Source: an optimization exercise on an open RTL-to-GDS flow (aim: small area). Production flows keep margins and buffers that such runs may drop.
At most, simulation tests tie the RTL to the original design; equivalence was not proved.
Power is estimated from default activity; no workload was simulated.

lagoon:
// rvCoreTop
module rvCoreTop (
  input  wire         clk,
  input  wire         reset,
  output wire         wb_cyc,
  output wire         wb_stb,
  output wire         wb_we,
  output wire [31:0]  wb_adr,
  output wire [31:0]  wb_dat_w,
  output wire [3:0]   wb_sel,
  input  wire [31:0]  wb_dat_r,
  input  wire         wb_ack,
  output wire [63:0]  retired_count
);
==> flow/config.mk <==
export PLATFORM = sky130hd
export DESIGN_NAME = rvCoreTop
export DESIGN_NICKNAME = rvCoreTop
export VERILOG_FILES = /design/flow/design.v
export SDC_FILE = /design/flow/constraint.sdc
export NUM_CORES = 4
export LEC_CHECK = 0
export CAP_MARGIN = 20
export CORE_MARGIN = 2
export CORE_UTILIZATION = 40
export SLEW_MARGIN = 20
==> flow/constraint.sdc <==
create_clock -name core_clock -period 10.0 [get_ports {clk}]
set_input_delay 2.0000 -clock core_clock [delete_from_list [all_inputs] [get_ports {clk}]]
set_output_delay 2.0000 -clock core_clock [all_outputs]
set_load 0.01 [all_outputs]
standard.sh (not shown) runs the stock make flow with config.mk's settings and CLKGATE_MAP_FILE= SYNTH_SCRIPT=/design/flow/synth_recipe.tcl, a recipe that flattens the netlist after the stock synthesis.
==> flow/flow/run.sh <==
#!/bin/bash
# Standard ORFS layout (the standard.sh) with two changes:
#  - port buffers use the smallest buffer cell (every port still gets one);
#  - the clock tree uses clkbuf_16 with larger sink clusters and no dummy loads.
# The make output goes to standard_make.log; ORFS writes each step's log under orfs/logs.
set -euo pipefail
cd "$(dirname "$0")/.."
export BUFFER_PORTS_ARGS="-buffer_cell sky130_fd_sc_hd__buf_1"
export CTS_ARGS="-sink_clustering_enable -repair_clock_nets -dont_use_dummy_load -buf_list sky130_fd_sc_hd__clkbuf_16 -sink_clustering_size 28 -sink_clustering_max_diameter 100"
bash standard.sh > standard_make.log 2>&1
Inputs modified between lagoon and willow:
--- a/flow/design.v
+++ b/flow/design.v
@@ -130,37 +130,40 @@
   wire lts  = ltu ^ XR[3] ^ YR[3];
   wire zacc = (ph0 | zf) & (s1[3:0] == 4'b0);
   wire cond = isBR ? (((f3[2] ? (f3[1] ? ltu : lts) : zacc)) ^ f3[0])
                    : (f3[0] ? ltu : lts);
   wire [3:0] XN = (st == S_INIT) ? 4'b0 : ((inExec & isJALR) ? r1 : Pd);
   wire [3:0] YN = inExec ? (isJ ? immd : fourd)
                          : ((st == S_BR2) ? (flag ? immd : fourd) : 4'b0);
   wire       cin2 = ph0 ? 1'b0 : c2;
   wire [4:0] s2 = {1'b0, XN} + {1'b0, YN} + {4'b0, cin2};
   wire [3:0] nd = {s2[3:2], ph0 ? 2'b00 : s2[1:0]};
   wire pw = (inExec & ~isBR) | (st == S_BR2) | (st == S_INIT);
-  wire aw = (inExec & ~isBR) | (st == S_BR2) | (st == S_INIT) | (st == S_GL) | (st == S_GWL)
-          | ((st == S_XL) & ~(ph[2] & ph[1])) | (st == S_C);
+  wire aw = (inExec & ~isBR) | (st == S_BR2) | (st == S_INIT) | (st == S_XL) | (st == S_C);
   wire [3:0] ain = (inExec & (isLD | isST)) ? s1[3:0] : nd;
   wire       right = f3c[2];
   wire       isXL  = (st == S_XL);
-  wire       rnz   = (sr != 2'b00);
-  wire [2:0] tl    = ~cnt + {2'b0, ~rnz};    
+  wire [3:0] qp    = {1'b0, cnt} + {3'b0, (sr != 2'b00)};
+  wire [2:0] tl    = 3'd0 - qp[2:0];
   wire [2:0] t     = ((st == S_GS) & ~right) ? tl : cnt;
   wire [3:0] pt    = {1'b0, ph} + {1'b0, t};
   wire       rot   = pt[3];
+  wire [3:0] kq    = {1'b0, ph} + {1'b0, cnt};
+  wire lo_inv_l  = ({1'b0, ph} < qp);
+  wire hi_inv_l  = ({1'b0, ph} + 4'd1 < qp);
   wire lo_inv_ld = f3c[1] ? 1'b0 : (f3c[0] ? ph[2] : (ph[2] | ph[1]));
-  wire lo_inv    = isXL ? lo_inv_ld : (~right & ph0 & rnz);
+  wire lo_inv    = isXL ? lo_inv_ld : (~right & lo_inv_l);
+  wire hi_inv    = ~right & hi_inv_l;
   wire fill      = isXL & sgn;
   wire [3:0] lo  = lo_inv ? {4{fill}} : D[3:0];
-  wire [3:0] hi  = D[7:4];
+  wire [3:0] hi  = hi_inv ? {4{fill}} : D[7:4];
   wire [1:0] rp  = isXL ? 2'b00 : (right ? sr : (2'b00 - sr));
   wire [7:0] win = {hi, lo};
   wire [3:0] xout = win[rp +: 4];
   always_comb
   begin
     wen = 1'b0;
     wd  = xout;
     if (inExec)
     begin
       wen = b4 | (b6 & b2);
       wd  = res;
@@ -169,24 +172,23 @@
     begin
       wen = 1'b1;
       wd  = {3'b000, flag};
     end
     else if ((st == S_XL) | (st == S_XS))
       wen = 1'b1;
   end
   wire [3:0] stin = ((f3c[1:0] == 2'b00) & (ph[2] | ph[1])) ? D[27:24]
                   : (((f3c[1:0] == 2'b01) & ph[2]) ? D[19:16] : r2);
   wire       rfill = right & ((st == S_GS) | (st == S_XS));
   wire [3:0] topin = (st == S_STS) ? stin
-                   : ((st == S_L) ? ((~right & rot) ? 4'b0 : r2)
-                                  : (rfill ? {4{sgn}} : D[3:0]));
+                   : ((st == S_L) ? r2 : (rfill ? {4{sgn}} : D[3:0]));
   wire dsh  = (st == S_STS) | (st == S_L) | (st == S_XL) | (st == S_XS)
             | (((st == S_GL) | (st == S_GS)) & rot);
   wire dcap = ack & ~wb_we;
   always_ff @(posedge clk)
   begin
     if (dcap)
       D <= wb_dat_r;
     else if (dsh)
       D <= {topin, D[31:4]};
   end
   always_ff @(posedge clk)
@@ -201,23 +203,23 @@
     end
   endgenerate
   wire isSTr = ~wb_dat_r[6] & wb_dat_r[5] & ~wb_dat_r[4];
   always_ff @(posedge clk)
   begin
     c1   <= s1[4];
     c2   <= s2[4];
     zf   <= zacc;
     sltw <= inExec & ph7 & isSLT;
     if (inExec & ph7)
       flag <= cond;
-    if (ack & ~wb_we & (st != S_MEMR))    
+    if (ack & (st == S_FETCH))
     begin
       idxc <= isSTr ? wb_dat_r[23:20] : wb_dat_r[10:7];
       f3c  <= wb_dat_r[14:12];
       alt  <= wb_dat_r[30];
     end
     if (inExec & ph0 & (isLD | isST))
       cnt <= {s1[1:0], 1'b0};    
     if (inExec & ph0 & isSH)
       {cnt, sr} <= b5 ? {cnt[2], r2} : D[24:20];
     if (inExec & (ph == 3'd1) & isSH & b5)
       cnt[2] <= r2[0];
@@ -234,35 +236,28 @@
     begin
       st      <= S_INIT;
       ph      <= 3'd0;
       req     <= 1'b0;
     end
     else
     begin
       ph <= ph + 3'd1;
       if (ack)
         req <= 1'b0;
       case (st)
-        S_INIT, S_BR2:
+        S_INIT, S_BR2, S_XL, S_XS:
           if (ph7)
           begin
             st  <= S_FETCH;
             req <= 1'b1;
           end
-        S_XL, S_XS:
-        begin
-          if (ph == 3'd5)
-            req <= 1'b1;
-          if (ph7)
-            st <= wb_ack ? S_EXEC : S_FETCH;
-        end
         S_FETCH:
           if (ph7 & (~req | wb_ack))
             st <= S_EXEC;
         S_EXEC:
           if (ph7)
           begin
             if (isBR)
               st <= S_BR2;
             else if (isLD)
             begin
               st  <= S_MEMR;
@@ -279,24 +274,26 @@
             end
           end
         S_STS:
           if (ph7)
           begin
             st  <= S_MEMW;
             req <= 1'b1;
           end
         S_MEMR:
           if (wb_ack)
           begin
-            if ((~pt[3] & ~(ph[2] & ph[1])) | ph7)
+            if (~kq[3] & ~ph7)
               st <= S_GL;
+            else if (ph7 & (cnt == 3'd0))
+              st <= S_XL;
             else
               st <= S_GWL;
           end
         S_GWL:
           if (ph7)
             st <= S_GL;
         S_GL:
           if (ph7)
             st <= S_XL;
         S_L:
           if (ph7)
[summary]
willow does better than lagoon on wire length of the first global-routing pass.
Looking at share of the cycle needed by the critical path after routing, willow sits 3.3 points lower than lagoon does.
Measured against each other, lagoon and willow differ in cell count, the higher figure coming from lagoon.
willow vs lagoon: average vias per placed instance up slightly
Against lagoon, static leakage in willow came out better.
Looking at count of clock-buffer cells in the layout, willow sits 3.4% lower than lagoon does.
Relative to lagoon, the final cell area reported for willow is higher.
Per the comparison of willow with lagoon, share of final-layout standard cells stronger than drive strength 1 rose 2.5 points, reported net switching power went down, number of buffers created by CTS lost 1, fmax rose about 5.6%, area after synthesis moved up.
Higher met3 demand-to-capacity share in global routing among lagoon and willow: lagoon
Summary — part of the total power dissipated in the clock network, willow relative to lagoon: lower, by 0.2 points.

========
rev 12:
Another version of the RTL of rvCoreTop (not shown whole).
Size: roughly 1,700 cells after synthesis.
==> flow/config.mk <==
export PLATFORM = sky130hd
export DESIGN_NAME = rvCoreTop
export DESIGN_NICKNAME = rvCoreTop
export VERILOG_FILES = /design/flow/design.v
export SDC_FILE = /design/flow/constraint.sdc
export NUM_CORES = 4
export LEC_CHECK = 0
export CAP_MARGIN = 20
export CORE_MARGIN = 2
export CORE_UTILIZATION = 40
export SLEW_MARGIN = 20
==> flow/constraint.sdc <==
create_clock -name core_clock -period 10.0 [get_ports {clk}]
set_input_delay 2.0000 -clock core_clock [delete_from_list [all_inputs] [get_ports {clk}]]
set_output_delay 2.0000 -clock core_clock [all_outputs]
set_load 0.01 [all_outputs]
==> flow/flow/run.sh <==
#!/bin/bash
# Layout flow: the standard ORFS flow (standard.sh) with three changes.
#  1. After the standard synthesis, the gates between the flip-flops are
#     re-mapped by ABC for area (flow/remap.tcl). Every flip-flop keeps its
#     instance name, cell type and output net. If anything about that step
#     fails or changes a flip-flop, the standard netlist is used unchanged.
#  2. Port buffers use the smallest buffer cell (every port still gets one).
#  3. The clock tree uses clkbuf_16 with larger sink clusters and no dummy loads.
# Logs: synth_make.log, remap_yosys.log, finish_make.log here; ORFS's own logs
# under orfs/logs.
set -uo pipefail
cd "$(dirname "$0")/.."
export BUFFER_PORTS_ARGS="-buffer_cell sky130_fd_sc_hd__buf_1"
export CTS_ARGS="-sink_clustering_enable -repair_clock_nets -dont_use_dummy_load -buf_list sky130_fd_sc_hd__clkbuf_16 -sink_clustering_size 30 -sink_clustering_max_diameter 100"

bash standard.sh synth > synth_make.log 2>&1 || exit 1

R=orfs/results/${FLOW_PLATFORM:-sky130hd}/rvCoreTop/base
NET=$R/1_2_yosys.v
YOSYS=${FLOW_HOME:-/OpenROAD-flow-scripts/flow}/../tools/install/yosys/bin/yosys
[[ -x $YOSYS ]] || YOSYS=yosys
LIB=${FLOW_HOME:-/OpenROAD-flow-scripts/flow}/platforms/sky130hd/lib/sky130_fd_sc_hd__tt_025C_1v80.lib
cp $NET remap_standard.v
flops() { grep -oE "^\s*(sky130_fd_sc_hd__|KEEP_)(dfxtp_1|edfxtp_1)\s+\S+" "$1" | sed -E 's/KEEP_/sky130_fd_sc_hd__/; s/^\s+//; s/\s+/ /g' | sort; }
ok=0
if ! grep -qE "^\s*sky130_fd_sc_hd__(df|edf|sdf|sedf|dl[xr]|dfb|dfr|dfs)\w*\s" <(sed -E 's/^(\s*)sky130_fd_sc_hd__(dfxtp_1|edfxtp_1)(\s)/\1KEEP/' $NET); then
  sed -E 's/^(\s*)sky130_fd_sc_hd__(dfxtp_1|edfxtp_1)(\s)/\1KEEP_\2\3/' remap_standard.v > remap_in.v
  DU=$(sed -n '/DONT_USE_CELLS/,/^#/p' ${FLOW_HOME:-/OpenROAD-flow-scripts/flow}/platforms/sky130hd/config.mk | grep -oE "sky130_fd_sc_hd__\w+" | tr '\n' ' ')
  if REMAP_LIB=$LIB REMAP_IN=remap_in.v REMAP_STUBS=flow/keep_stubs.v REMAP_OUT=remap_out.v \
     REMAP_ABC=flow/area.abc REMAP_TOP=${FLOW_TOP:-rvCoreTop} REMAP_DONT_USE="$DU" \
     $YOSYS -c flow/remap.tcl > remap_yosys.log 2>&1; then
    sed -E 's/^(\s*)KEEP_(dfxtp_1|edfxtp_1)(\s)/\1sky130_fd_sc_hd__\2\3/' remap_out.v > remap_final.v
    if cmp -s <(flops remap_standard.v) <(flops remap_final.v) && [[ $(flops remap_final.v | wc -l) -gt 0 ]] \
       && ! grep -q "KEEP_" remap_final.v; then
      ok=1
    fi
  fi
fi
if [[ $ok == 1 ]]; then
  echo "remap: using the re-mapped netlist" >> remap_yosys.log
  cp remap_final.v $NET
  touch $NET
else
  echo "remap: keeping the standard netlist" >> remap_yosys.log
fi

bash standard.sh finish > finish_make.log 2>&1
Other scripts of this flow, unchanged in this note and not shown: flow/flow/area.abc, flow/flow/keep_stubs.v, flow/flow/remap.tcl
In summary, rev 12 completed successfully, with a layout that passed the timing, design-rule and antenna checks.
Setup changes, rev 12 to rev 13
--- a/flow/design.v
+++ b/flow/design.v
@@ -23,34 +23,34 @@
                          S_GL    = 4'd7,    
                          S_GWL   = 4'd8,    
                          S_GS    = 4'd9,    
                          S_L     = 4'd10,   
                          S_XL    = 4'd11,   
                          S_XS    = 4'd12,   
-                         S_C     = 4'd13,   
-                         S_FSLT  = 4'd14;   
+                         S_C     = 4'd13;   
   logic [3:0]   st;
   logic [2:0]   ph;
   logic         req;
   logic [31:0]  D;
   logic [31:0]  A;
   logic [31:0]  P;
   logic [3:0]   idxc;     
   logic [2:0]   f3c;      
   logic [2:0]   cnt;
   logic [1:0]   sr;
   logic         c1;
   logic         c2;
-  logic         zf;       
+  logic         zf;
+  logic         flag;
+  logic         sgn;
+  logic         sltw;
   logic [63:0]  retired;
   wire ph0 = (ph == 3'd0);
   wire ph7 = (ph == 3'd7);
   wire ack = req & wb_ack;
   wire inExec = (st == S_EXEC);
-  wire flag   = zf;
-  wire sgn    = zf;
   wire       b6 = D[6];
   wire       b5 = D[5];
   wire       b4 = D[4];
   wire       b3 = D[3];
   wire       b2 = D[2];
   wire [2:0] f3 = D[14:12];
@@ -161,13 +161,13 @@
     wd  = xout;
     if (inExec)
     begin
       wen = b4 | (b6 & b2);
       wd  = res;
     end
-    else if (st == S_FSLT)
+    else if (sltw)
     begin
       wen = 1'b1;
       wd  = {3'b000, flag};
     end
     else if ((st == S_XL) | (st == S_XS))
       wen = 1'b1;
@@ -201,18 +201,16 @@
   endgenerate
   wire isSTr = ~wb_dat_r[6] & wb_dat_r[5] & ~wb_dat_r[4];
   always_ff @(posedge clk)
   begin
     c1   <= s1[4];
     c2   <= s2[4];
-    if (inExec)
-      zf <= ph7 ? cond : zacc;
-    else if ((st == S_L) & ph7)
-      zf <= f3c[1] & r2[3];
-    else if (isXL & (ph == {1'b0, f3c[0], 1'b1}))
-      zf <= D[3] & ~f3c[2];
+    zf   <= zacc;
+    sltw <= inExec & ph7 & isSLT;
+    if (inExec & ph7)
+      flag <= cond;
     if (ack & ~wb_we & (st != S_MEMR))    
     begin
       idxc <= isSTr ? wb_dat_r[23:20] : wb_dat_r[10:7];
       f3c  <= {wb_dat_r[14], wb_dat_r[13] | (wb_dat_r[4] & wb_dat_r[30]), wb_dat_r[12]};
     end
     if (inExec & ph0 & (isLD | isST))
@@ -220,12 +218,16 @@
     if (inExec & ph0 & isSH)
       {cnt, sr} <= b5 ? {cnt[2], r2} : D[24:20];
     if (inExec & (ph == 3'd1) & isSH & b5)
       cnt[2] <= r2[0];
     if ((st == S_MEMW) & ack)
       cnt <= ph;
+    if ((st == S_L) & ph7)
+      sgn <= f3c[1] & r2[3];
+    if (isXL & (ph == {1'b0, f3c[0], 1'b1}))
+      sgn <= D[3] & ~f3c[2];
   end
   always_ff @(posedge clk)
   begin
     if (reset)
     begin
       st      <= S_INIT;
@@ -267,18 +269,16 @@
             else if (isST)
               st <= S_STS;
             else if (isSH)
               st <= S_L;
             else
             begin
-              st  <= isSLT ? S_FSLT : S_FETCH;
+              st  <= S_FETCH;
               req <= 1'b1;
             end
           end
-        S_FSLT:
-          st <= S_FETCH;
         S_STS:
           if (ph7)
           begin
             st  <= S_MEMW;
             req <= 1'b1;
           end
==> comparison <==
On global-route usage: rev 13 sits below rev 12.
Of rev 13 and rev 12, rev 12 shows the higher share of the clock period used by the worst path after layout, with rev 13 below it.
From rev 12 to rev 13 the numbers moved as follows: required time at the worst-slack endpoint held; HPWL after detailed placement dropped about 10%.
From rev 12 to rev 13 the numbers moved as follows: power saw little to no change; clock power share lower.
Rev 13 vs. rev 12: first-iteration DRC count moved down; static leakage power level.
For rev 12, only the layout was checked, not whether the RTL still works.

==> afterwards: timing with drivers on the ports <==
The flow's constraints put no driver on any port. The routed layouts listed below were extracted and timed again, unchanged, in two steps. Step 1: set_driving_cell puts a clkbuf_16 on clk and a buf_2 on each other input, an assumption about the parent block. Step 2 adds t to the input delays and takes it off the output delays; t is the mean of the earliest and latest rising clock arrival at the registers after step 1. Input paths then give back, and output paths get back, about the clock's delay inside the block. a / b / c = ideal ports / drivers / drivers and shift; a / b = the first two.
| run | t (ns) | setup slack, ns | latest minus earliest clock arrival (ns) | worst slew at a driven data input, ns |
|---|---|---|---|---|
| lagoon | 0.638 | 3.825 / 3.825 / 3.825 | 0.048 / 0.048 | 0.07 |
| willow | 0.644 | 4.150 / 4.150 / 4.150 | 0.067 / 0.068 | 0.06 |
| rev 12 | 0.634 | 1.182 / 1.182 / 1.182 | 0.079 / 0.078 | 0.11 |
| rev 13 | 0.622 | 1.206 / 1.206 / 1.206 | 0.066 / 0.066 | 0.10 |
After both steps every run listed still meets setup and hold.
